This design comes from an exercise in tuning for small area, a short achievable clock period and few clock cycles per item on the open sky130 flow, not from production work.
At most, simulation tests tie the RTL to the original design; equivalence was not proved.
Only the layout flow was run in run 1; the RTL was not checked for function there.

File: flow/config.mk
export PLATFORM = sky130hd
export DESIGN_NAME = idct_top
export DESIGN_NICKNAME = idct_top
export VERILOG_FILES = /design/flow/design.v
export SDC_FILE = /design/flow/constraint.sdc
export NUM_CORES = 4
export LEC_CHECK = 0
export CAP_MARGIN = 20
export CORE_MARGIN = 2
export CORE_UTILIZATION = 40
export SLEW_MARGIN = 20
File: flow/constraint.sdc
create_clock -name core_clock -period 12.0 [get_ports {Clock}]
set_input_delay 2.4000 -clock core_clock [delete_from_list [all_inputs] [get_ports {Clock}]]
set_output_delay 2.4000 -clock core_clock [all_outputs]
set_load 0.01 [all_outputs]
File: flow/design.v
package idct_pkg;
	localparam int N = 8;
	localparam int BLOCK_SIZE = N * N;
	localparam int P1_PW = 27;
	localparam int P1_AW = 30;
	localparam int T_W = 22;
	localparam int P2_AW = 32;
	function automatic logic [7:0] clip(input logic [31:0] s);
		if (s[31]) begin
			clip = 8'd0;
		end else if (|s[30:24]) begin
			clip = 8'hff;
		end else begin
			clip = s[23:16];
		end
	endfunction
endpackage
module block_buffer (
	input logic Clock,
	input logic Resetn,
	input logic [15:0] coeff_in,
	input logic coeff_valid,
	output logic coeff_ready,
	output logic [8:0] pix_out,
	output logic pix_valid,
	input logic pix_ready,
	input logic take,
	output logic in_full,
	output logic [15:0] in_data,
	input logic push,
	input logic [8:0] push_data,
	output logic out_room
);
	logic [8:0] second;
	logic second_valid;
	logic load;
	logic pop;
	assign coeff_ready = ~in_full | take;
	assign load = coeff_valid & coeff_ready;
	assign pop = pix_valid & pix_ready;
	assign out_room = ~second_valid;
	always_ff @(posedge Clock) begin
		if (load) begin
			in_data <= coeff_in;
		end
		if (!pix_valid || pop) begin
			if (second_valid) begin
				pix_out <= second;
			end else begin
				pix_out <= push_data;
			end
		end
		if (pix_valid && !pop && !second_valid) begin
			second <= push_data;
		end
	end
	always_ff @(posedge Clock or negedge Resetn) begin
		if (!Resetn) begin
			in_full <= 1'b0;
			pix_valid <= 1'b0;
			second_valid <= 1'b0;
		end else begin
			in_full <= load | (in_full & ~take);
			if (second_valid) begin
				if (pop) begin
					second_valid <= 1'b0;
				end
			end else if (pix_valid) begin
				pix_valid <= 1'b1;
				second_valid <= push & ~pop;
				if (pop && !push) begin
					pix_valid <= 1'b0;
				end
			end else begin
				pix_valid <= push;
			end
		end
	end
endmodule
module transpose_ram #(
	parameter int W = 22,
	parameter int OFF = 0
) (
	input logic Clock,
	input logic Resetn,
	input logic en,
	input logic [5:0] idx,
	input logic [W-1:0] din,
	output logic [W-1:0] dout
);
	logic [W-1:0] s1;
	logic [W-1:0] s2;
	transpose_stage #(.W(W), .A(3), .B(0), .OFF(OFF)) u_s0 (
		.Clock(Clock), .Resetn(Resetn), .en(en), .idx(idx), .din(din), .dout(s1));
	transpose_stage #(.W(W), .A(4), .B(1), .OFF(OFF + 7)) u_s1 (
		.Clock(Clock), .Resetn(Resetn), .en(en), .idx(idx), .din(s1), .dout(s2));
	transpose_stage #(.W(W), .A(5), .B(2), .OFF(OFF + 21)) u_s2 (
		.Clock(Clock), .Resetn(Resetn), .en(en), .idx(idx), .din(s2), .dout(dout));
endmodule
module transpose_stage #(
	parameter int W = 22,
	parameter int A = 3,
	parameter int B = 0,
	parameter int OFF = 0
) (
	input logic Clock,
	input logic Resetn,
	input logic en,
	input logic [5:0] idx,
	input logic [W-1:0] din,
	output logic [W-1:0] dout
);
	localparam int D = (1 << A) - (1 << B);
	localparam logic [5:0] POS0 = 6'(64 - (OFF % 64));
	logic [W-1:0] dl [D];
	logic [5:0] pos_next;
	logic early;
	assign pos_next = idx + 6'd1 - 6'(OFF % 64);
	assign dout = early ? din : dl[D-1];
	always_ff @(posedge Clock or negedge Resetn) begin
		if (!Resetn) begin
			early <= POS0[A] & ~POS0[B];
		end else if (en) begin
			early <= pos_next[A] & ~pos_next[B];
		end
	end
	always_ff @(posedge Clock) begin
		if (en) begin
			dl[0] <= early ? dl[D-1] : din;
			for (int i = 1; i < D; i++) begin
				dl[i] <= dl[i-1];
			end
		end
	end
endmodule
module mac_datapath #(
	parameter int IW = 16,
	parameter int PW = 27,
	parameter int AW = 30
) (
	input logic Clock,
	input logic en,
	input logic [2:0] k,
	input logic [IW-1:0] x,
	output logic [2:0] kq,
	output logic [8*AW-1:0] acc_flat
);
	logic signed [PW-1:0] x1, x7, x9, x15, x17, x31, x63;
	logic signed [PW-1:0] r15, r17, r25, r49, r473, r569, r2009;
	logic signed [PW-1:0] p1448, p2009, p1703, p1138, p400, p1892, p784;
	logic signed [PW-1:0] pm [4];
	logic neg [4];
	logic signed [PW-1:0] pm_q [4];
	logic neg_q [4];
	logic [2:0] kd;
	logic signed [AW-1:0] acc [8];
	always_comb begin
		x1 = PW'($signed(x));
		x7 = (x1 <<< 3) - x1;
		x9 = (x1 <<< 3) + x1;
		x15 = (x1 <<< 4) - x1;
		x17 = (x1 <<< 4) + x1;
		x31 = (x1 <<< 5) - x1;
		x63 = (x1 <<< 6) - x1;
	end
	always_ff @(posedge Clock) begin
		if (en) begin
			kd <= k;
			r15 <= x15;
			r17 <= x17;
			r25 <= (x1 <<< 4) + x9;
			r49 <= (x1 <<< 6) - x15;
			r473 <= (x63 <<< 3) - x31;
			r569 <= (x9 <<< 6) - x7;
			r2009 <= (x63 <<< 5) - x7;
		end
	end
	always_comb begin
		p1448 = ((r49 <<< 2) - r15) <<< 3;
		p1703 = (r17 <<< 7) - r473;
		p2009 = r2009;
		p1138 = r569 <<< 1;
		p400 = r25 <<< 4;
		p1892 = r473 <<< 2;
		p784 = r49 <<< 4;
	end
	always_comb begin
		case (kd)
			3'd0: begin
				pm[0] = p1448; pm[1] = p1448; pm[2] = p1448; pm[3] = p1448;
				neg[0] = 1'b0; neg[1] = 1'b0; neg[2] = 1'b0; neg[3] = 1'b0;
			end
			3'd1: begin
				pm[0] = p2009; pm[1] = p1703; pm[2] = p1138; pm[3] = p400;
				neg[0] = 1'b0; neg[1] = 1'b0; neg[2] = 1'b0; neg[3] = 1'b0;
			end
			3'd2: begin
				pm[0] = p1892; pm[1] = p784; pm[2] = p784; pm[3] = p1892;
				neg[0] = 1'b0; neg[1] = 1'b0; neg[2] = 1'b1; neg[3] = 1'b1;
			end
			3'd3: begin
				pm[0] = p1703; pm[1] = p400; pm[2] = p2009; pm[3] = p1138;
				neg[0] = 1'b0; neg[1] = 1'b1; neg[2] = 1'b1; neg[3] = 1'b1;
			end
			3'd4: begin
				pm[0] = p1448; pm[1] = p1448; pm[2] = p1448; pm[3] = p1448;
				neg[0] = 1'b0; neg[1] = 1'b1; neg[2] = 1'b1; neg[3] = 1'b0;
			end
			3'd5: begin
				pm[0] = p1138; pm[1] = p2009; pm[2] = p400; pm[3] = p1703;
				neg[0] = 1'b0; neg[1] = 1'b1; neg[2] = 1'b0; neg[3] = 1'b0;
			end
			3'd6: begin
				pm[0] = p784; pm[1] = p1892; pm[2] = p1892; pm[3] = p784;
				neg[0] = 1'b0; neg[1] = 1'b1; neg[2] = 1'b0; neg[3] = 1'b1;
			end
			default: begin
				pm[0] = p400; pm[1] = p1138; pm[2] = p1703; pm[3] = p2009;
				neg[0] = 1'b0; neg[1] = 1'b1; neg[2] = 1'b0; neg[3] = 1'b1;
			end
		endcase
	end
	always_ff @(posedge Clock) begin
		if (en) begin
			kq <= kd;
			for (int n = 0; n < 4; n++) begin
				pm_q[n] <= pm[n];
				neg_q[n] <= neg[n];
			end
		end
	end
	always_ff @(posedge Clock) begin
		if (en) begin
			for (int n = 0; n < 8; n++) begin
				logic signed [AW-1:0] base;
				logic signed [AW-1:0] term;
				logic sub;
				base = (kq == 3'd0) ? '0 : acc[n];
				term = AW'(pm_q[(n < 4) ? n : 7 - n]);
				sub = neg_q[(n < 4) ? n : 7 - n] ^ ((n >= 4) & kq[0]);
				acc[n] <= sub ? base - term : base + term;
			end
		end
	end
	always_comb begin
		for (int n = 0; n < 8; n++) begin
			acc_flat[n * AW +: AW] = acc[n];
		end
	end
endmodule
module idct_sequencer #(
	parameter int LAT = 116
) (
	input logic Clock,
	input logic Resetn,
	input logic in_full,
	input logic out_room,
	output logic adv,
	output logic take,
	output logic [5:0] idx,
	output logic out_valid,
	output logic out_last
);
	localparam int Q = LAT / 64;
	localparam int R = LAT % 64;
	logic [Q+1:0] tags;
	logic first;
	logic in_ok;
	logic pending;
	logic real_slot;
	logic [5:0] out_pos;
	assign pending = |tags[Q:0];
	assign real_slot = first ? in_full : tags[0];
	assign in_ok = first ? (in_full | pending) : (~tags[0] | in_full);
	assign adv = out_room & in_ok;
	assign take = adv & real_slot;
	assign out_pos = idx - 6'(R);
	assign out_last = (out_pos == 6'd63);
	always_comb begin
		if (first) begin
			out_valid = tags[Q];
		end else if (idx < 6'(R)) begin
			out_valid = tags[Q+1];
		end else begin
			out_valid = tags[Q];
		end
	end
	always_ff @(posedge Clock or negedge Resetn) begin
		if (!Resetn) begin
			idx <= '0;
			first <= 1'b1;
			tags <= '0;
		end else if (adv) begin
			idx <= idx + 6'd1;
			first <= (idx == 6'd63);
			if (first) begin
				tags <= {tags[Q:0], in_full};
			end
		end
	end
endmodule
module idct_top (
	input logic Clock,
	input logic Resetn,
	input logic [15:0] coeff_in,
	input logic coeff_valid,
	output logic coeff_ready,
	output logic [8:0] pix_out,
	output logic pix_valid,
	input logic pix_ready
);
	localparam int AW1 = idct_pkg::P1_AW;
	localparam int AW2 = idct_pkg::P2_AW;
	localparam int TW = idct_pkg::T_W;
	localparam int LAT_A = 11;
	localparam int LAT_TR = 49;
	localparam int LAT_B = 11;
	localparam int POS_T = LAT_A;
	localparam int POS_B = POS_T + LAT_TR + 1;
	localparam int POS_P = POS_B + LAT_B;
	localparam int LAT = POS_P + LAT_TR;
	logic adv;
	logic take;
	logic [5:0] idx;
	logic out_valid;
	logic out_last;
	logic in_full;
	logic [15:0] in_data;
	logic out_room;
	logic [8*AW1-1:0] acc1;
	logic [8*AW2-1:0] acc2;
	logic [TW-1:0] sh1 [8];
	logic [7:0] sh2 [8];
	logic [TW-1:0] t_col;
	logic [TW-1:0] t_col_q;
	logic [2:0] kq1;
	logic [2:0] kq2;
	logic [7:0] pix_row;
	logic [2:0] k2;
	idct_sequencer #(.LAT(LAT)) u_sequencer (
		.Clock(Clock), .Resetn(Resetn), .in_full(in_full), .out_room(out_room),
		.adv(adv), .take(take), .idx(idx), .out_valid(out_valid), .out_last(out_last));
	block_buffer u_buffer (
		.Clock(Clock), .Resetn(Resetn), .coeff_in(coeff_in), .coeff_valid(coeff_valid),
		.coeff_ready(coeff_ready), .pix_out(pix_out), .pix_valid(pix_valid),
		.pix_ready(pix_ready), .take(take), .in_full(in_full), .in_data(in_data),
		.push(adv & out_valid), .push_data({pix_row, out_last}), .out_room(out_room));
	mac_datapath #(.IW(16), .PW(idct_pkg::P1_PW), .AW(AW1)) u_pass1 (
		.Clock(Clock), .en(adv), .k(idx[2:0]), .x(in_data), .kq(kq1), .acc_flat(acc1));
	always_ff @(posedge Clock) begin
		if (adv) begin
			for (int n = 0; n < 8; n++) begin
				if (kq1 == 3'd0) begin
					sh1[n] <= acc1[n * AW1 + 8 +: TW];
				end else if (n < 7) begin
					sh1[n] <= sh1[n + 1];
				end
			end
		end
	end
	transpose_ram #(.W(TW), .OFF(POS_T)) u_tram (
		.Clock(Clock), .Resetn(Resetn), .en(adv), .idx(idx), .din(sh1[0]), .dout(t_col));
	always_ff @(posedge Clock) begin
		if (adv) begin
			t_col_q <= t_col;
		end
	end
	assign k2 = 3'(idx - 6'(POS_B));
	mac_datapath #(.IW(TW), .PW(AW2), .AW(AW2)) u_pass2 (
		.Clock(Clock), .en(adv), .k(k2), .x(t_col_q), .kq(kq2), .acc_flat(acc2));
	always_ff @(posedge Clock) begin
		if (adv) begin
			for (int m = 0; m < 8; m++) begin
				if (kq2 == 3'd0) begin
					sh2[m] <= idct_pkg::clip(acc2[m * AW2 +: AW2]);
				end else if (m < 7) begin
					sh2[m] <= sh2[m + 1];
				end
			end
		end
	end
	transpose_ram #(.W(8), .OFF(POS_P)) u_pram (
		.Clock(Clock), .Resetn(Resetn), .en(adv), .idx(idx), .din(sh2[0]), .dout(pix_row));
endmodule
File: flow/run.sh
#!/bin/bash
# synth_recipe.tcl (not shown) runs the flow's synth.tcl, then flattens the netlist and writes it again
# the make line also repeats each setting of config.mk as NAME=value (left out here)
make -C /OpenROAD-flow-scripts/flow DESIGN_CONFIG=/design/flow/config.mk WORK_HOME=/design/flow/orfs CLKGATE_MAP_FILE= SYNTH_SCRIPT=/design/flow/synth_recipe.tcl finish
==> out/results.txt, run 1 <==
After synthesis, the most frequently instantiated cells are sky130_fd_sc_hd__edfxtp_1, sky130_fd_sc_hd__nor2_1, sky130_fd_sc_hd__xnor2_1, sky130_fd_sc_hd__ha_1, sky130_fd_sc_hd__a21oi_1. Setup repair after global routing left no endpoint under its margin. The number of input and output port buffers inserted works out to 30.

Once the clock tree was built, the resizer swapped 0 gates to a different size. After routing the design area is 172000 um2. TritonCTS built the clock tree. The data required time at the worst endpoint was 12.68 ns; the max-capacitance violation count was 0. Hold timing on the final database bottoms out at a slack of 0.349 ns.

The share of layout cells above drive strength 1 is 0.0693. Setup violations remaining at the end of the flow were counted as 0. The number of global-route vias before repair was 96500; the portion of the clock cycle consumed by the worst path in the final layout was 0.581. The count of cells in the finished layout, fillers not included, comes to 18700. The effective utilization at floorplan is 0.402. In the synthesized netlist the dominant register cell turns out to be sky130_fd_sc_hd__edfxtp_1. The area share of the largest cell type after synthesis is 0.552. STA classifies the critical path startpoint as a register. The horizontal extent of the die was 627 um.

Number of cells on the worst reg-to-reg path: 21. In this run the worst setup path begins at u_pass1.kq[0]. Clock-pin slew was measured on the worst setup and hold paths at 0.06 ns.

In the post-synthesis netlist, the biggest area contributors are sky130_fd_sc_hd__edfxtp_1, sky130_fd_sc_hd__ha_1, sky130_fd_sc_hd__xnor2_1. The tools report the CTS root buffer as sky130_fd_sc_hd__clkbuf_16. The tools report the synthesized instance count as 13200. At the pin with the least slew margin, the transition time is 1.17 ns. The worst setup path is captured at a register.

The setup TNS is 0 ns, and the largest driver fanout on the critical path is 84. Dividing the synthesized area by the synthesized cell count gives 11.7 um2. After detailed routing, the average wire length per cell comes to 19.6 um.

The clock passes through at most 4 buffers. The die covers 393000 um2. For the total routing resource utilization after global routing, the log shows 0.182. The first routing iteration left 8371 violations. The count of cell types in the netlist was 120. The total number of vias came out at 100000. The tools report the critical register-to-register path startpoint as u_pass1.kq[0].

31 I/O pins were placed. The flow ran to the end and the layout has no timing, DRC or antenna violations. Global-route wire length before repair: 561000 um.

Library cell with the highest instance count after synthesis: sky130_fd_sc_hd__edfxtp_1. The die span in y was 627 um; the total overflow reported by the global router was 0. The final layout contains 14300 nets. At the later pin of the worst-skew pair, clock insertion delay measures 0.95 ns. The count of buffers added by post-CTS timing repair for setup is 0.

Relative max-transition margin: 0.209. The highest achievable clock rate is 144 MHz. In the routed design, unresolved DRC markers number 0. The tools report the endpoint of the worst-slack reg-to-reg timing path as u_pass1.acc[2][29]. In this run, placement finished with an instance count of 18200. The post-detailed-placement half-perimeter wirelength was 263000 um.

The setup path with the least slack is of type register to register. The startpoint identified for the worst hold timing path is u_tram.u_s1.dl[5][19]. CTS built an H-tree with a depth of 5. The cell area after placement was 162000 um2. For the number of iterations in the first detailed-routing pass, the log shows 8.

The final wirelength is 367000 um. For the sequential area share after synthesis, the log shows 0.555. The initial antenna violation count is 12. Counting every net in the synthesized netlist gives 14200.

The floorplan has 228 rows. Entering global routing, the biggest net connects 214 pins. The number of slew-limit violations in the final report was 0.

The synthesized design contains 2851 enable-type register cells. The worst hold path belongs to the class register to register. For the clock sink total, the log shows 2870. The clock period could shrink to 6.97 ns.

The final estimated routing congestion in global placement is 0.887. The biggest area contributor in the post-synthesis netlist is sky130_fd_sc_hd__edfxtp_1. The area growth from synthesis to layout is 10.7%. Buffers inserted during clock tree synthesis total 315.

Between clock sinks in the finished design, the worst skew comes to 0.0950 ns. The mapped netlist covers 155000 um2. The number of buffers inserted by hold repair at cts was 0. Data on the critical path arrives at its endpoint at 7.64 ns. Async set-or-reset flop fraction in the synthesized netlist: 0.00662. Following the worst setup path forward leads to its endpoint at u_pass1.acc[2][29].

The region available for standard cell placement spans 386000 um2. The ratio of routed vias to standard cells was 5.33. After synthesis the netlist holds a flip-flop and latch count of 2870.

The final hold violation count was 0. Once detail routing completed, the nets flagged for antenna violations numbered 0. Setup slack on the worst reg-to-reg path comes out at 5.03 ns. For this run, the number of Yosys warnings is 31.
## state kept, by name (all words and copies together) (netlist names), 23 cells and up
signal,flops
u_pass2.r2009,32
u_pram.u_s1.dl,112
u_pass1.r569,23
u_tram.u_s2.dl,616
u_pram.u_s0.dl,56
u_tram.u_s0.dl,154
u_pass1.acc,240
u_pass2.pm_q,128
u_pass1.pm_q,108
u_pass1.r473,24
u_pass2.r25,26
sh1,176
u_pass2.acc,256
u_tram.u_s1.dl,308
u_pass2.r569,26
sh2,64
u_pram.u_s2.dl,224
u_pass2.r473,29
u_pass2.r15,26
u_pass2.r49,25
## area by class of cell
| cell class | count | area [um2] |
|---|---|---|
| fillers | 35500 | 214000 |
| flip-flops and latches | 2870 | 86100 |
| multi-input cells | 9269 | 65000 |
| clock buffers | 381 | 8310 |
| well taps | 5175 | 6470 |
| inverters | 701 | 2660 |
| clock inverters | 188 | 1780 |
| repair buffers | 156 | 1370 |
| diodes | 6 | 15.0 |
## worst max-delay path, stage by stage (launching register included)
cell	delay, ns
sky130_fd_sc_hd__edfxtp_1	0.32
sky130_fd_sc_hd__buf_4	0.47
sky130_fd_sc_hd__or3_4	0.78
sky130_fd_sc_hd__buf_4	0.79
sky130_fd_sc_hd__and2_1	0.29
sky130_fd_sc_hd__ha_1	0.24
sky130_fd_sc_hd__nor2b_1	0.12
sky130_fd_sc_hd__o21ai_0	0.27
sky130_fd_sc_hd__a21boi_0	0.17
sky130_fd_sc_hd__o21ai_0	0.25
sky130_fd_sc_hd__a21boi_0	0.16
sky130_fd_sc_hd__o21ai_0	0.23
sky130_fd_sc_hd__a21boi_0	0.15
sky130_fd_sc_hd__o21ai_0	0.41
sky130_fd_sc_hd__a21oi_1	0.26
sky130_fd_sc_hd__a41oi_1	0.49
sky130_fd_sc_hd__a211oi_1	0.20
sky130_fd_sc_hd__o21a_1	0.23
sky130_fd_sc_hd__o21ai_0	0.29
sky130_fd_sc_hd__a211oi_1	0.17
sky130_fd_sc_hd__a221oi_1	0.33
sky130_fd_sc_hd__xnor2_1	0.12
## logic make-up (layout without fill, tap and decap cells)
group | after synthesis | in the layout | share of synthesized area
adders and majority gates | 1000 | 1000 | 0.0816
DFF | 2870 | 2870 | 0.555
and+or+nand+nor | 3521 | 3521 | 0.108
other | 0 | 6 | 0
buffers and inverters | 1098 | 1426 | 0.0267
xor gates and xnor gates | 1295 | 1295 | 0.0737
AOI/OAI and AO/OA | 3059 | 3059 | 0.127
muxes | 394 | 394 | 0.0273
## stage by stage
stage                     worst slack, ns   util
after floorplan                      1.49      -
after global placement               4.93  0.419
after detailed placement             4.87  0.419
after CTS                            4.90  0.445
after global routing                 4.32  0.445
final                                5.03  0.445
## metal layers
metal  track usage  vias up  part of all wire
met5             0        -                 0
met2         0.294     2316              0.45
met3        0.0194      663             0.045
met1         0.252    48200              0.46
li1              -    48800                 -
met4        0.0715        0             0.042
## cells in the final DEF (no fill, tap or decap), types with 47 or more instances in the layout
cell type,instances
sky130_fd_sc_hd__clkbuf_1,55
sky130_fd_sc_hd__a221o_1,47
sky130_fd_sc_hd__a211oi_1,67
sky130_fd_sc_hd__a21boi_0,81
sky130_fd_sc_hd__nor2_1,1189
sky130_fd_sc_hd__clkbuf_16,321
sky130_fd_sc_hd__and2_1,492
sky130_fd_sc_hd__o211ai_1,56
sky130_fd_sc_hd__a21o_1,216
sky130_fd_sc_hd__buf_4,116
sky130_fd_sc_hd__clkinv_2,60
sky130_fd_sc_hd__a22oi_1,93
sky130_fd_sc_hd__edfxtp_1,2851
sky130_fd_sc_hd__a21oi_1,957
sky130_fd_sc_hd__o21ai_0,625
sky130_fd_sc_hd__nor4_1,47
sky130_fd_sc_hd__nand2b_1,128
sky130_fd_sc_hd__inv_1,693
sky130_fd_sc_hd__mux2i_1,182
sky130_fd_sc_hd__nand3_1,152
sky130_fd_sc_hd__ha_1,967
sky130_fd_sc_hd__nor2b_1,136
sky130_fd_sc_hd__and3_1,80
sky130_fd_sc_hd__a31oi_1,90
sky130_fd_sc_hd__xnor2_1,1011
sky130_fd_sc_hd__or3_1,77
sky130_fd_sc_hd__xor2_1,271
sky130_fd_sc_hd__o21bai_1,175
sky130_fd_sc_hd__clkinv_1,61
sky130_fd_sc_hd__mux2_2,210
sky130_fd_sc_hd__nor3_1,290
sky130_fd_sc_hd__o21a_1,135
sky130_fd_sc_hd__o31ai_1,99
sky130_fd_sc_hd__a221oi_1,59
sky130_fd_sc_hd__nand2_1,749
## how the worst min path moves through the flow
stage | end | depth (start not counted)
6_report | u_tram.u_s1.dl[6][19] | 0
3_3_place_gp | u_tram.u_s0.dl[5][8] | 0
3_5_place_dp | u_pram.u_s0.dl[1][4] | 0
2_1_floorplan | u_pram.u_s0.dl[1][0] | 0
5_1_grt | u_tram.u_s1.dl[6][19] | 0
4_1_cts | u_tram.u_s2.dl[19][15] | 0
==> run 2, diff against run 1 <==
--- a/flow/design.v
+++ b/flow/design.v
@@ -142,5 +142,5 @@
 	input logic en,
 	input logic [2:0] k,
-	input logic [IW-1:0] x,
+	input logic signed [IW-1:0] x,
 	output logic [2:0] kq,
 	output logic [8*AW-1:0] acc_flat
@@ -156,5 +156,5 @@
 	logic signed [AW-1:0] acc [8];
 	always_comb begin
-		x1 = PW'($signed(x));
+		x1 = PW'(x);
 		x7 = (x1 <<< 3) - x1;
 		x9 = (x1 <<< 3) + x1;
==> out/results.txt, run 2 <==
Non-filler instance count after layout: 18700. At the end of routability-driven placement, the weighted congestion stood at 0.887. Counting every net in the synthesized netlist gives 14200.

The run gives 7.64 ns as the data arrival time at the worst-slack endpoint. For this run, the number of Yosys warnings is 31. The count of unresolved DRC violations after routing was 0; the minimum clock period after layout was 6.97 ns.

The run gives 8 as the number of iterations in the first detailed-routing pass. Among the stages of the critical path, the cell type that occurs most often is sky130_fd_sc_hd__o21ai_0. The number of global-route vias before repair was 96500. 31 I/O pins were placed.

Row generation in the floorplan step produced 228 rows. Post-CTS timing repair inserted 0 buffers for setup.

Once detail routing completed, the nets flagged for antenna violations numbered 0. The number of slew-limit violations in the final report is 0. The largest incremental delay on the critical path works out to 0.79 ns. The core region is 386000 um2.

The post-synthesis register bit count was 2870. Maximum number of pins on one net before global-route repair: 214. The area share of the largest cell type after synthesis works out to 0.552.

Initial antenna violation count: 12. Signed area change from the synthesized netlist to the final layout: 10.7%. The layout has 35500 filler cells.

The relative max-transition margin came out at 0.209. The critical path contains buffers and inverters numbering 2 combined. The flow ran to the end and the layout has no timing, DRC or antenna violations.

The register with the most flip-flops in the final layout is u_tram.u_s2.dl. After legalization and detailed placement, the total HPWL measured 263000 um. Along the worst path, the maximum fanout reaches 84.

The run gives 0 as the post-cts sizing count. Clock latency at the later pin of the worst-skew pair: 0.95 ns. The run gives 0.555 as the sequential area share after synthesis. The transition time at the pin with the least slew margin was 1.17 ns.

The tools report the number of placed instances with taps included as 18200. Yosys mapped a number of flops with a built-in enable equal to 2851. The effective utilization at floorplan is 0.402. In the layout the commonest cells are sky130_fd_sc_hd__edfxtp_1, sky130_fd_sc_hd__nor2_1, sky130_fd_sc_hd__xnor2_1. The clock arrives with 0.0950 ns of skew. Yosys attributes the largest share of cell area to sky130_fd_sc_hd__edfxtp_1, sky130_fd_sc_hd__ha_1, sky130_fd_sc_hd__xnor2_1. The share of layout cells above drive strength 1 was 0.0693. The critical path goes through buf_4, or3_4, buf_4, and2_1, ha_1, nor2b_1, o21ai_0, a21boi_0, o21ai_0, a21boi_0, o21ai_0, a21boi_0, o21ai_0, a21oi_1, a41oi_1, a211oi_1, o21a_1, o21ai_0, a211oi_1, a221oi_1, xnor2_1. In this run, post-CTS hold repair placed 0 buffers. Violation count after the first detailed-routing iteration: 8371.

The average size of a mapped cell was 11.7 um2; the count of cell types in the netlist was 120. After synthesis, the most frequently instantiated cells are sky130_fd_sc_hd__edfxtp_1, sky130_fd_sc_hd__nor2_1, sky130_fd_sc_hd__xnor2_1, sky130_fd_sc_hd__ha_1, sky130_fd_sc_hd__a21oi_1. Global-route wire length before repair: 561000 um. STA classifies the critical path endpoint as a register. For the total routing resource utilization after global routing, the log shows 0.182. The most common flop cell mapped by yosys is sky130_fd_sc_hd__edfxtp_1.

Setup repair after global routing left no endpoint under its margin. Setup violations remaining at the end of the flow were counted as 0. From bottom edge to top edge, the die measures 627 um. In the final layout, the multi-input gates occupy 65000 um2. The slowest stage of the critical path belongs to the cell sky130_fd_sc_hd__buf_4. The logs give 0 ns for the setup TNS and 315 for the total clock buffers created by CTS. Leaving out fill and tap cells, the most frequent cell in the layout is sky130_fd_sc_hd__edfxtp_1. The worst setup path is of the register to register kind.

The portion of the clock cycle consumed by the worst path in the final layout is 0.581. The clock sink total is 2870. Horizontal extent of the die: 627 um. The max-capacitance violation count was 0; the cell area after placement was 162000 um2.

After technology mapping, the gate count stands at 13200. The longest clock path from root to sink contains 4 buffers. After detailed routing, the average wire length per cell comes to 19.6 um.

Summed over all layers, the global routing overflow is 0. In this run the number of H-tree levels came out at 5.

STA puts the critical path data required time at 12.68 ns. The sequential cells in the finished layout cover a total of 86100 um2. STA classifies the critical path startpoint as a register. In the final layout, the registers with the most flip-flops are u_tram.u_s2.dl x616, u_tram.u_s1.dl x308, u_pass2.acc x256. For this block, the routed nets add up to 367000 um of wire. At the end of the flow, the number of nets in the layout was 14300. The register with the most flip-flops in the layout has 616 of them. The async set-or-reset flop fraction in the synthesized netlist is 0.00662, and the cell area after technology mapping is 155000 um2. In this run the clock root is driven by a sky130_fd_sc_hd__clkbuf_16. TritonCTS built the clock tree. The ratio of routed vias to standard cells works out to 5.33. The run gives 393000 um2 as the area of the die. Grouping stages by cell kind, the critical path spends the most delay in compound AO/OA/AOI/OAI gates.

The run gives 100000 as the total number of vias. Clock-pin slew was measured on the worst setup and hold paths at 0.06 ns. Port buffering added 30 buffers. The worst hold path class is register to register. The final instance area came out at 172000 um2. The cell taking the most area after synthesis was sky130_fd_sc_hd__edfxtp_1. The library cell with the highest instance count after synthesis was sky130_fd_sc_hd__edfxtp_1. The highest achievable clock rate is 144 MHz. The final hold violation count was 0.
[run 2: cells by family after synthesis]
group	count (synthesis)	synth area share
xor gates and xnor gates	1295	0.0737
AOI/OAI and AO/OA	3059	0.127
adders and majority gates	1000	0.0816
and+or+nand+nor	3521	0.108
muxes	394	0.0273
DFF	2870	0.555
buffers and inverters	1098	0.0267
[run 2: metrics by stage]
step	util	setup WS (ns)	hold WS (ns)
4_1_cts	0.445	4.90	0.350
5_1_grt	0.445	4.32	0.346
3_3_place_gp	0.419	4.93	0.400
6_report	0.445	5.03	0.349
3_5_place_dp	0.419	4.87	0.405
2_1_floorplan	-	1.49	0.400
[run 2: final timing paths]
kind	to	slack [ns]	depth (start not counted)	startpoint
min in group asynchronous	u_buffer.pix_valid	1.84	2	Resetn
worst max register to register	u_pass1.acc[2][29]	5.03	21	u_pass1.kq[0]
max in group asynchronous	u_pram.u_s0.early	9.85	2	Resetn
worst min-delay path	u_tram.u_s1.dl[6][19]	0.35	0	u_tram.u_s1.dl[5][19]
worst max-delay path	u_pass1.acc[2][29]	5.03	21	u_pass1.kq[0]
worst min register to register	u_tram.u_s1.dl[6][19]	0.35	0	u_tram.u_s1.dl[5][19]
[run 2: routing by layer]
layer  share of wire  routed length [um]  vias up  GRT usage
met5               0                   0        -          0
met4           0.042               15300        0     0.0715
met3           0.045               16400      663     0.0194
met2            0.45              166000     2316      0.294
met1            0.46              169000    48200      0.252
li1                -                   -    48800          -
[run 2: cell type report]
cell class	instances	area share
Sequential cell	2870	0.501
Inverter	701	0.0155
Antenna cell	6	0.0000874
Timing Repair Buffer	156	0.00799
Tap cell	5175	0.0377
Multi-Input combinational cell	9269	0.378
Clock buffer	381	0.0484
Clock inverter	188	0.0104
Testbench counts of run 2, summed over its fixed seeds: cycles 5,088, blocks 64.
==> run 3, diff against run 2 <==
--- a/flow/config.mk
+++ b/flow/config.mk
@@ -6,6 +6,8 @@
 export NUM_CORES = 4
 export LEC_CHECK = 0
+export ABC_CLOCK_PERIOD_IN_PS = 4000
 export CAP_MARGIN = 20
 export CORE_MARGIN = 2
 export CORE_UTILIZATION = 40
+export SETUP_SLACK_MARGIN = 5
 export SLEW_MARGIN = 20
==> out/results.txt, run 3 <==
The run gives 9 as the number of iterations in the first detailed-routing pass. Number of flip-flops under the largest register name: 616. Counting flops with a built-in enable in the synthesized netlist gives 2851. After synthesis, the netlist uses 120 different library cells.

The run finished with no timing, DRC or antenna violations. The worst clock skew was 0.0918 ns; the largest buffer count on any clock path was 4. The area share of the largest cell type after synthesis was 0.552.

The tool flagged a number of max-cap violations equal to 0. Global routing finished with a remaining overflow of 0. The highest achievable clock rate came out at 153 MHz. The tools report the critical register-to-register path startpoint as u_buffer.in_data[3]. After clock tree synthesis, the clock-pin slew on the worst setup and hold paths is 0.06 ns. The setup TNS is 0 ns, and the die span in y is 627 um. In the synthesized netlist, the number of instances is 13200. Yosys printed 31 warnings. The family of cells with the greatest summed delay on the critical path was compound AO/OA/AOI/OAI gates. The sequential area share after synthesis came out at 0.555. Sorting the synthesized cells by area gives the leading types as sky130_fd_sc_hd__edfxtp_1, sky130_fd_sc_hd__ha_1, sky130_fd_sc_hd__xnor2_1. In this run the worst hold path is classified as register to register. The tools report the effective utilization at floorplan as 0.402.

In this run the number of H-tree levels came out at 5. The hold path startpoint is u_tram.u_s2.dl[12][10]. Data on the critical path arrives at its endpoint at 7.14 ns. Most common flop cell mapped by yosys: sky130_fd_sc_hd__edfxtp_1. From left edge to right edge, the die measures 627 um. The tree built by TritonCTS fans out to 2870 sinks.

The tools report the number of primary I/O pins as 31. The relative max-transition margin is 0.186, and the total routing resource utilization after global routing is 0.185. Along the worst hold path, the cell count comes to 0. In this run the cell area of the synthesized design comes to 155000 um2. The cell taking the most area after synthesis was sky130_fd_sc_hd__edfxtp_1.

Entering global routing, the biggest net connects 268 pins. The initial antenna violation count is 24. TritonCTS built the clock tree. STA classifies the critical path startpoint as a register. The top cell types in the final layout, fill and taps aside, are sky130_fd_sc_hd__edfxtp_1, sky130_fd_sc_hd__nor2_1, sky130_fd_sc_hd__xnor2_1. Across all layers, the routed design uses 101000 vias.

Counting every net in the synthesized netlist gives 14200. CTS placed an instance of sky130_fd_sc_hd__clkbuf_16 at the clock tree root. The signed area change from the synthesized netlist to the final layout was 10.6%; the number of input and output port buffers inserted was 30. After clock tree synthesis, the flow added hold-fix buffers numbering 0.

The data required time at the worst endpoint is 12.60 ns. Setup violations remaining at the end of the flow were counted as 0. The routed design could run at a clock period as short as 6.53 ns. The portion of the clock cycle consumed by the worst path in the final layout is 0.545. The clock latency at the later pin of the worst-skew pair is 0.94 ns, and the final estimated routing congestion in global placement is 0.909.

The largest driver fanout on the critical path is 18. The standard cell with the maximum stage delay on the critical path is sky130_fd_sc_hd__a2111oi_1. For the global-route wire length before repair, the log shows 568000 um. The element type at the critical path end was a register. Setup repair after global routing could not meet its margin everywhere.

The number of slew-limit violations in the final report is 0. The async set-or-reset flop fraction in the synthesized netlist is 0.00662, and the count of nets after finishing is 14300. The capture endpoint of the worst hold path is u_tram.u_s2.dl[13][10]. Counting flops per register, the top entry is u_tram.u_s2.dl. The cell that appears most often on the critical path is sky130_fd_sc_hd__a21oi_1. TritonCTS created 308 clock buffers. For the worst slack on hold paths, the log shows 0.357 ns. Across all register-to-register paths, the minimum setup slack is 5.47 ns. In this run the standard cell core region covers 386000 um2. The run gives 393000 um2 as the area of the die.

Using the TritonRoute via totals, the vias-per-cell ratio works out to 5.37. On the worst path, the slowest cell contributes a delay of 0.60 ns. After detailed routing, the number of remaining DRC violations is 0.

After routing the design area is 172000 um2. The tools report the post-detailed-placement half-perimeter wirelength as 269000 um. The endpoint identified for the worst register-to-register timing path is u_pass1.r2009[26]. For the pin with the worst max-slew slack, the measured transition is 1.22 ns.

Row generation in the floorplan step produced 228 rows. The largest registers in the layout are u_tram.u_s2.dl x616, u_tram.u_s1.dl x308, u_pass2.acc x256. The worst register-to-register path has a depth of 25. In this run the number of cells on the critical path is 25. The number of global-route vias before repair was 96800; the final wirelength was 373000 um. The remaining antenna violation count is 0, and the mean routed wirelength per cell is 19.9 um. The library cell with the highest instance count after synthesis was sky130_fd_sc_hd__edfxtp_1. Kind of critical path: register to register. The number of buffer and inverter stages on the critical path was 2; the post-synthesis register bit count was 2870.

The share of layout cells above drive strength 1 was 0.0676. For the violation count after the first detailed-routing iteration, the log shows 8208. Most frequent standard cell in the layout excluding fill and tap cells: sky130_fd_sc_hd__edfxtp_1. The cell area after placement is 162000 um2.

Averaged over all synthesized cells, the footprint is 11.7 um2. The final hold violation count is 0. In the synthesized netlist, the cells that appear most often are sky130_fd_sc_hd__edfxtp_1, sky130_fd_sc_hd__nor2_1, sky130_fd_sc_hd__xnor2_1, sky130_fd_sc_hd__ha_1, sky130_fd_sc_hd__a21oi_1.
[run 3: cell families (layout without fill, tap and decap cells)]
family                   count (synthesis)  count (layout)  synth area share
flip-flops                            2870            2870             0.555
AND/OR/NAND/NOR                       3521            3522             0.108
multiplexers                           394             394            0.0273
AO/OA/AOI/OAI                         3059            3059             0.127
buffers and inverters                 1098            1418            0.0267
other                                    0               7                 0
adder cells (fa/ha/maj)               1000            1000            0.0816
XOR/XNOR                              1295            1295            0.0737
[run 3: worst max path at each step]
stage	from	endpoint	slack, ns
finish	u_buffer.in_data[3]	u_pass1.r2009[26]	5.47
global route	u_buffer.in_data[3]	u_pass1.r2009[26]	4.92
CTS	u_buffer.in_data[1]	u_pass1.r2009[26]	5.08
detailed placement	u_buffer.in_data[0]	u_pass1.r2009[26]	5.07
global placement	u_buffer.in_data[0]	u_pass1.r2009[26]	4.97
floorplan	u_sequencer.first	sh1[0][0]	5.05
[run 3: routing by layer]
metal  vias to the layer above  track usage  wire length (um)
met5                         -            0                13
met4                         2       0.0611             12400
met3                       658       0.0201             16900
met2                      2418        0.302            172000
met1                     48700        0.257            171000
li1                      48800            -                 -
[run 3: layout make-up]
type | instances | area (um2)
fill | 35300 | 214000
sequential | 2870 | 86100
multi-input combinational | 9270 | 65000
clock buffer | 377 | 8050
tap | 5175 | 6470
inverter | 701 | 2660
clock inverter | 171 | 1830
timing repair buffer | 169 | 1460
antenna | 7 | 17.5
[run 3: worst reg2reg max path: cells and delay by family, from the launching register on]
family,cells,cell delay [ns]
buffers and inverters,2,0.37
adder cells (fa/ha/maj),2,0.63
AO/OA/AOI/OAI,16,4.26
AND/OR/NAND/NOR,4,0.54
flip-flops,1,0.32
XOR/XNOR,1,0.10
[run 3: timing repair]
item	in CTS	in global routing
pin swaps	0	1
cloned	0	1
endpoints found under the setup margin	1	14
setup buffers	1	12
gates resized for setup	0	3
[run 3: per-stage QoR]
stage / utilization / setup WS [ns] / cells
after floorplan: - / 5.05 / 13200
after global placement: 0.419 / 4.97 / 18200
after detailed placement: 0.419 / 5.07 / 18200
after CTS: 0.444 / 5.08 / 18700
after global routing: 0.445 / 4.92 / 18700
final: 0.445 / 5.47 / 18700
==> run 4, diff against run 3 <==
--- a/flow/design.v
+++ b/flow/design.v
@@ -32,15 +32,25 @@
 	output logic out_room
 );
+	logic [15:0] in_second;
+	logic in_second_valid;
+	logic ready_q;
 	logic [8:0] second;
 	logic second_valid;
 	logic load;
 	logic pop;
-	assign coeff_ready = ~in_full | take;
-	assign load = coeff_valid & coeff_ready;
+	assign coeff_ready = ready_q;
+	assign load = coeff_valid & ~in_second_valid;
 	assign pop = pix_valid & pix_ready;
 	assign out_room = ~second_valid;
 	always_ff @(posedge Clock) begin
-		if (load) begin
-			in_data <= coeff_in;
+		if (!in_full || take) begin
+			if (in_second_valid) begin
+				in_data <= in_second;
+			end else begin
+				in_data <= coeff_in;
+			end
+		end
+		if (in_full && !take && !in_second_valid) begin
+			in_second <= coeff_in;
 		end
 		if (!pix_valid || pop) begin
@@ -58,8 +68,21 @@
 		if (!Resetn) begin
 			in_full <= 1'b0;
+			in_second_valid <= 1'b0;
+			ready_q <= 1'b1;
 			pix_valid <= 1'b0;
 			second_valid <= 1'b0;
 		end else begin
-			in_full <= load | (in_full & ~take);
+			if (in_second_valid) begin
+				if (take) begin
+					in_second_valid <= 1'b0;
+					ready_q <= 1'b1;
+				end
+			end else if (in_full) begin
+				in_full <= load | ~take;
+				in_second_valid <= load & ~take;
+				ready_q <= ~(load & ~take);
+			end else begin
+				in_full <= load;
+			end
 			if (second_valid) begin
 				if (pop) begin
@@ -67,5 +90,4 @@
 				end
 			end else if (pix_valid) begin
-				pix_valid <= 1'b1;
 				second_valid <= push & ~pop;
 				if (pop && !push) begin
@@ -143,9 +165,10 @@
 	input logic [2:0] k,
 	input logic signed [IW-1:0] x,
-	output logic [2:0] kq,
+	output logic first,
 	output logic [8*AW-1:0] acc_flat
 );
-	logic signed [PW-1:0] x1, x7, x9, x15, x17, x31, x63;
-	logic signed [PW-1:0] r15, r17, r25, r49, r473, r569, r2009;
+	logic signed [PW-1:0] x1;
+	logic signed [PW-1:0] r7, r9, r15, r63;
+	logic signed [PW-1:0] s15, s25, s49, s306, s473, s569, s2009;
 	logic signed [PW-1:0] p1448, p2009, p1703, p1138, p400, p1892, p784;
 	logic signed [PW-1:0] pm [4];
@@ -153,38 +176,41 @@
 	logic signed [PW-1:0] pm_q [4];
 	logic neg_q [4];
-	logic [2:0] kd;
+	logic [2:0] k1;
+	logic [2:0] k2;
+	logic odd_q;
 	logic signed [AW-1:0] acc [8];
-	always_comb begin
-		x1 = PW'(x);
-		x7 = (x1 <<< 3) - x1;
-		x9 = (x1 <<< 3) + x1;
-		x15 = (x1 <<< 4) - x1;
-		x17 = (x1 <<< 4) + x1;
-		x31 = (x1 <<< 5) - x1;
-		x63 = (x1 <<< 6) - x1;
+	assign x1 = PW'(x);
+	always_ff @(posedge Clock) begin
+		if (en) begin
+			k1 <= k;
+			r7 <= (x1 <<< 3) - x1;
+			r9 <= (x1 <<< 3) + x1;
+			r15 <= (x1 <<< 4) - x1;
+			r63 <= (x1 <<< 6) - x1;
+		end
 	end
 	always_ff @(posedge Clock) begin
 		if (en) begin
-			kd <= k;
-			r15 <= x15;
-			r17 <= x17;
-			r25 <= (x1 <<< 4) + x9;
-			r49 <= (x1 <<< 6) - x15;
-			r473 <= (x63 <<< 3) - x31;
-			r569 <= (x9 <<< 6) - x7;
-			r2009 <= (x63 <<< 5) - x7;
+			k2 <= k1;
+			s15 <= r15;
+			s25 <= (r9 <<< 1) + r7;
+			s49 <= r63 - (r7 <<< 1);
+			s306 <= (r9 <<< 5) + (r9 <<< 1);
+			s473 <= (r15 <<< 5) - r7;
+			s569 <= (r9 <<< 6) - r7;
+			s2009 <= (r63 <<< 5) - r7;
 		end
 	end
 	always_comb begin
-		p1448 = ((r49 <<< 2) - r15) <<< 3;
-		p1703 = (r17 <<< 7) - r473;
-		p2009 = r2009;
-		p1138 = r569 <<< 1;
-		p400 = r25 <<< 4;
-		p1892 = r473 <<< 2;
-		p784 = r49 <<< 4;
+		p1448 = ((s49 <<< 2) - s15) <<< 3;
+		p1703 = s2009 - s306;
+		p2009 = s2009;
+		p1138 = s569 <<< 1;
+		p400 = s25 <<< 4;
+		p1892 = s473 <<< 2;
+		p784 = s49 <<< 4;
 	end
 	always_comb begin
-		case (kd)
+		case (k2)
 			3'd0: begin
 				pm[0] = p1448; pm[1] = p1448; pm[2] = p1448; pm[3] = p1448;
@@ -223,5 +249,6 @@
 	always_ff @(posedge Clock) begin
 		if (en) begin
-			kq <= kd;
+			first <= (k2 == 3'd0);
+			odd_q <= k2[0];
 			for (int n = 0; n < 4; n++) begin
 				pm_q[n] <= pm[n];
@@ -236,8 +263,8 @@
 				logic signed [AW-1:0] term;
 				logic sub;
-				base = (kq == 3'd0) ? '0 : acc[n];
+				base = first ? '0 : acc[n];
 				term = AW'(pm_q[(n < 4) ? n : 7 - n]);
-				sub = neg_q[(n < 4) ? n : 7 - n] ^ ((n >= 4) & kq[0]);
-				acc[n] <= sub ? base - term : base + term;
+				sub = neg_q[(n < 4) ? n : 7 - n] ^ ((n >= 4) & odd_q);
+				acc[n] <= AW'(({base, 1'b1} + {term ^ {AW{sub}}, sub}) >> 1);
 			end
 		end
@@ -313,7 +340,7 @@
 	localparam int AW2 = idct_pkg::P2_AW;
 	localparam int TW = idct_pkg::T_W;
-	localparam int LAT_A = 11;
+	localparam int LAT_A = 12;
 	localparam int LAT_TR = 49;
-	localparam int LAT_B = 11;
+	localparam int LAT_B = 12;
 	localparam int POS_T = LAT_A;
 	localparam int POS_B = POS_T + LAT_TR + 1;
@@ -334,6 +361,6 @@
 	logic [TW-1:0] t_col;
 	logic [TW-1:0] t_col_q;
-	logic [2:0] kq1;
-	logic [2:0] kq2;
+	logic first1;
+	logic first2;
 	logic [7:0] pix_row;
 	logic [2:0] k2;
@@ -347,9 +374,9 @@
 		.push(adv & out_valid), .push_data({pix_row, out_last}), .out_room(out_room));
 	mac_datapath #(.IW(16), .PW(idct_pkg::P1_PW), .AW(AW1)) u_pass1 (
-		.Clock(Clock), .en(adv), .k(idx[2:0]), .x(in_data), .kq(kq1), .acc_flat(acc1));
+		.Clock(Clock), .en(adv), .k(idx[2:0]), .x(in_data), .first(first1), .acc_flat(acc1));
 	always_ff @(posedge Clock) begin
 		if (adv) begin
 			for (int n = 0; n < 8; n++) begin
-				if (kq1 == 3'd0) begin
+				if (first1) begin
 					sh1[n] <= acc1[n * AW1 + 8 +: TW];
 				end else if (n < 7) begin
@@ -368,9 +395,9 @@
 	assign k2 = 3'(idx - 6'(POS_B));
 	mac_datapath #(.IW(TW), .PW(AW2), .AW(AW2)) u_pass2 (
-		.Clock(Clock), .en(adv), .k(k2), .x(t_col_q), .kq(kq2), .acc_flat(acc2));
+		.Clock(Clock), .en(adv), .k(k2), .x(t_col_q), .first(first2), .acc_flat(acc2));
 	always_ff @(posedge Clock) begin
 		if (adv) begin
 			for (int m = 0; m < 8; m++) begin
-				if (kq2 == 3'd0) begin
+				if (first2) begin
 					sh2[m] <= idct_pkg::clip(acc2[m * AW2 +: AW2]);
 				end else if (m < 7) begin
--- a/flow/config.mk
+++ b/flow/config.mk
@@ -6,5 +6,4 @@
 export NUM_CORES = 4
 export LEC_CHECK = 0
-export ABC_CLOCK_PERIOD_IN_PS = 4000
 export CAP_MARGIN = 20
 export CORE_MARGIN = 2
==> out/results.txt, run 4 <==
The area share of the largest cell type after synthesis was 0.571. Library cell with the highest instance count after synthesis: sky130_fd_sc_hd__edfxtp_1. The setup slack at placement came out at 6.52 ns. Count of buffers added by post-CTS timing repair for setup: 0.

The cell sitting at the root of the clock tree is a sky130_fd_sc_hd__clkbuf_16. On the critical path, the stage with the largest delay is an instance of sky130_fd_sc_hd__edfxtp_1. Adder and majority gate portion of the synthesized area: 0.0786. The final wirelength is 383000 um, and the standard cell core area is 399000 um2.

In this run the worst setup path begins at u_pass2.first. Synthesis produced a netlist whose cell count is 13000. Data required time at the worst endpoint: 12.69 ns. The share of layout cells above drive strength 1 was 0.0752. The horizontal extent of the die was 637 um; the signed area change from the synthesized netlist to the final layout was 11.2%. In this design, the largest share of critical-path delay is due to compound AO/OA/AOI/OAI gates. The netlist uses 93 different library cells.

The critical path goes through buf_12, buf_4, nor2b_1, ha_1, a21o_1, a21o_1, a21o_1, a221o_1, a21oi_1, o21ai_0, a221oi_1, o311ai_0, a21oi_1, o21ai_0, xor2_1. The basic-gate share of the synthesized area counting and, or, nand and nor cells came out at 0.0891. Sorting the synthesized cells by area gives the leading types as sky130_fd_sc_hd__edfxtp_1, sky130_fd_sc_hd__ha_1, sky130_fd_sc_hd__xnor2_1. The number of flip-flops under the largest register name was 616; the count of endpoints failing setup in the final report was 0.

Worst hold path class: register to register. The highest achievable clock rate is 180 MHz, and the minimum clock period after layout is 5.54 ns. The flow ran to the end and the layout has no timing, DRC or antenna violations. Across the run, the number of max-cap violations was 0. The total routing resource utilization after global routing is 0.183, and the sequential area share after synthesis is 0.574.

The remaining antenna violation count was 0; the maximum number of pins on one net before global-route repair was 235. The first global-routing pass estimated 579000 um of wire. Total of warnings raised by yosys: 31.

The worst register-to-register path begins at u_pass2.first. The clock drives 3065 sinks. Across the routed clock network, the largest skew measured is 0.0585 ns. The die span in y is 637 um. Element type at the critical path end: a register. The number of iterations in the first detailed-routing pass was 8; the async set-or-reset flop fraction in the synthesized netlist was 0.00685. The area share of xor/xnor cells in the synthesized design works out to 0.0744.

The first routing iteration left 7725 violations. The number of slew-limit violations in the final report is 0. For the non-filler instance count after layout, the log shows 18700. Clock-pin slew was measured on the worst setup and hold paths at 0.06 ns. The worst slack on hold paths was 0.383 ns; the initial antenna violation count was 9. At the later pin of the worst-skew pair, clock insertion delay measures 0.95 ns. Hold path startpoint: u_tram.u_s2.dl[20][10].

Among the stages of the critical path, the cell type that occurs most often is sky130_fd_sc_hd__a21o_1. TritonCTS built the clock tree. The net count after synthesis came out at 14000.

The tools report the post-cts sizing count as 0. The largest incremental delay on the critical path came out at 0.70 ns. After detailed routing, the number of vias per cell comes to 5.38.

The run gives 31 as the number of primary I/O pins. The count of nets after finishing is 14100. The number of placed instances with taps included came out at 18000. The total number of vias came out at 101000. The synthesized design contains 3065 register bits. For the setup slack of the critical path after layout, the log shows 6.46 ns. The share of synthesized area spent on multiplexers is 0.0305. The average size of a mapped cell was 12.3 um2. The largest registers in the layout are u_tram.u_s2.dl x616, u_tram.u_s1.dl x308, u_pass2.acc x256. Port buffering added 30 buffers.

For the count of unresolved DRC violations after routing, the log shows 0. The wire-length estimate of the detail-placed layout is 273000 um. The tools report the category of the worst setup path launch point as a register. At the end of routability-driven placement, the weighted congestion stood at 0.918. The largest driver fanout on the critical path is 150.

The number of buffers and inverters on the critical path is 2. In the layout the commonest cells are sky130_fd_sc_hd__edfxtp_1, sky130_fd_sc_hd__a21oi_1, sky130_fd_sc_hd__ha_1. The relative max-transition margin is 0.193.

The synthesized netlist occupies a cell area of 160000 um2. The number of global-route vias before repair is 98100, and the data arrival time at the worst-slack endpoint is 6.24 ns. After routing, the total negative slack on setup checks comes to 0 ns. Cell taking the most area after synthesis: sky130_fd_sc_hd__edfxtp_1. Counting instances in the post-synthesis netlist gives the leading cell types as sky130_fd_sc_hd__edfxtp_1, sky130_fd_sc_hd__a21oi_1, sky130_fd_sc_hd__ha_1, sky130_fd_sc_hd__nor2_1, sky130_fd_sc_hd__nand2_1. The mean routed wirelength per cell is 20.5 um. The tools report the area of the die as 405000 um2. The critical path in this run is classified as register to register. By area, the combinational part of the netlist is dominated by compound AO/OA/AOI/OAI gates. The portion of the clock cycle consumed by the worst path in the final layout works out to 0.462. The area fraction in compound gates after synthesis was 0.130; the effective utilization at floorplan was 0.401. Summed over all layers, the global routing overflow is 0.

The register with the most flip-flops in the final layout is u_tram.u_s2.dl. The final hold violation count was 0. The number of buffers inserted by hold repair at cts is 0. In this run, synthesis inferred 3044 flip-flops with an integrated enable. Buffers inserted during clock tree synthesis total 342. The clock passes through at most 4 buffers.

Number of H-tree branching levels: 5. The most common flop cell mapped by yosys was sky130_fd_sc_hd__edfxtp_1. For the pin with the worst max-slew slack, the measured transition is 1.20 ns. Setup repair after global routing left no endpoint under its margin. The initialized floorplan defines 232 standard-cell rows.

The most frequent standard cell in the layout excluding fill and tap cells was sky130_fd_sc_hd__edfxtp_1.
==> run 4: logic make-up (layout without fill, tap and decap cells) <==
family / after synthesis / after routing
AO/OA/AOI/OAI: 3247 / 3247
flip-flops: 3065 / 3065
AND/OR/NAND/NOR: 2924 / 2924
XOR/XNOR: 1356 / 1356
adder cells (fa/ha/maj): 998 / 998
buffers and inverters: 976 / 1355
multiplexers: 453 / 453
other: 0 / 8
==> run 4: path summary, 6_finish.rpt <==
path	to	slack, ns	cells past startpoint
max	u_pass2.acc[3][29]	6.46	15
min	u_tram.u_s2.dl[21][10]	0.38	0
max reg2reg	u_pass2.acc[3][29]	6.46	15
min reg2reg	u_tram.u_s2.dl[21][10]	0.38	0
max in group asynchronous	u_tram.u_s1.early	9.85	1
min in group asynchronous	u_buffer.in_full	1.52	1
==> run 4: area by class of cell <==
type                       instances  area [um2]
sequential                      3065       91900
antenna                            8        20.0
clock buffer                     389        8760
multi-input combinational       8978       64500
fill                           36300      221000
inverter                         593        2250
clock inverter                   230        2540
timing repair buffer             143        1340
tap                             5265        6590
==> run 4: metal layers <==
| layer | up-vias | routed length (um) | share of wire | track usage |
|---|---|---|---|---|
| li1 | 48700 | - | - | - |
| met1 | 48600 | 170000 | 0.44 | 0.243 |
| met2 | 2503 | 181000 | 0.47 | 0.306 |
| met3 | 692 | 15700 | 0.041 | 0.0177 |
| met4 | 2 | 16100 | 0.042 | 0.0742 |
| met5 | - | 13 | 0.000034 | 0 |
==> run 4: through the flow <==
step	util	cell area, um2
4_1_cts	0.446	178000
5_1_grt	0.446	178000
2_1_floorplan	-	160000
3_5_place_dp	0.418	167000
3_3_place_gp	0.418	167000
6_report	0.446	178000
Testbench counts of run 4, summed over its fixed seeds: cycles 5,104, blocks 64.

static timing again, ports no longer ideal:
The results above use ideal ports. As a check the final layouts listed here were re-extracted and re-timed, cells and wires unchanged. Step 1 assumes that a clkbuf_16 drives the clock port and a buf_2 every other input. Step 2 adds t to the input delays and takes it off the output delays; t is the mean of the earliest and latest rising clock arrival at the registers after step 1. Input paths then give back, and output paths get back, about the clock's delay inside the block. Slacks: ideal ports / drivers / drivers and shift; pairs: ideal ports / drivers.
run | t, ns | setup slack, ns | hold slack, ns | worst setup path after step 2 | worst register clock-pin slew, ns
run 1 | 1.007 | 5.032 / 5.032 / 5.032 | 0.349 / 0.349 / 0.349 | register to register | 0.07 / 0.07
run 2 | 1.007 | 5.032 / 5.032 / 5.032 | 0.349 / 0.349 / 0.349 | register to register | 0.07 / 0.07
run 3 | 1.003 | 5.465 / 5.465 / 5.465 | 0.357 / 0.357 / 0.357 | register to register | 0.07 / 0.07
run 4 | 1.030 | 6.455 / 6.455 / 6.455 | 0.383 / 0.383 / 0.383 | register to register | 0.07 / 0.07
After both steps setup and hold are still met in every run listed.
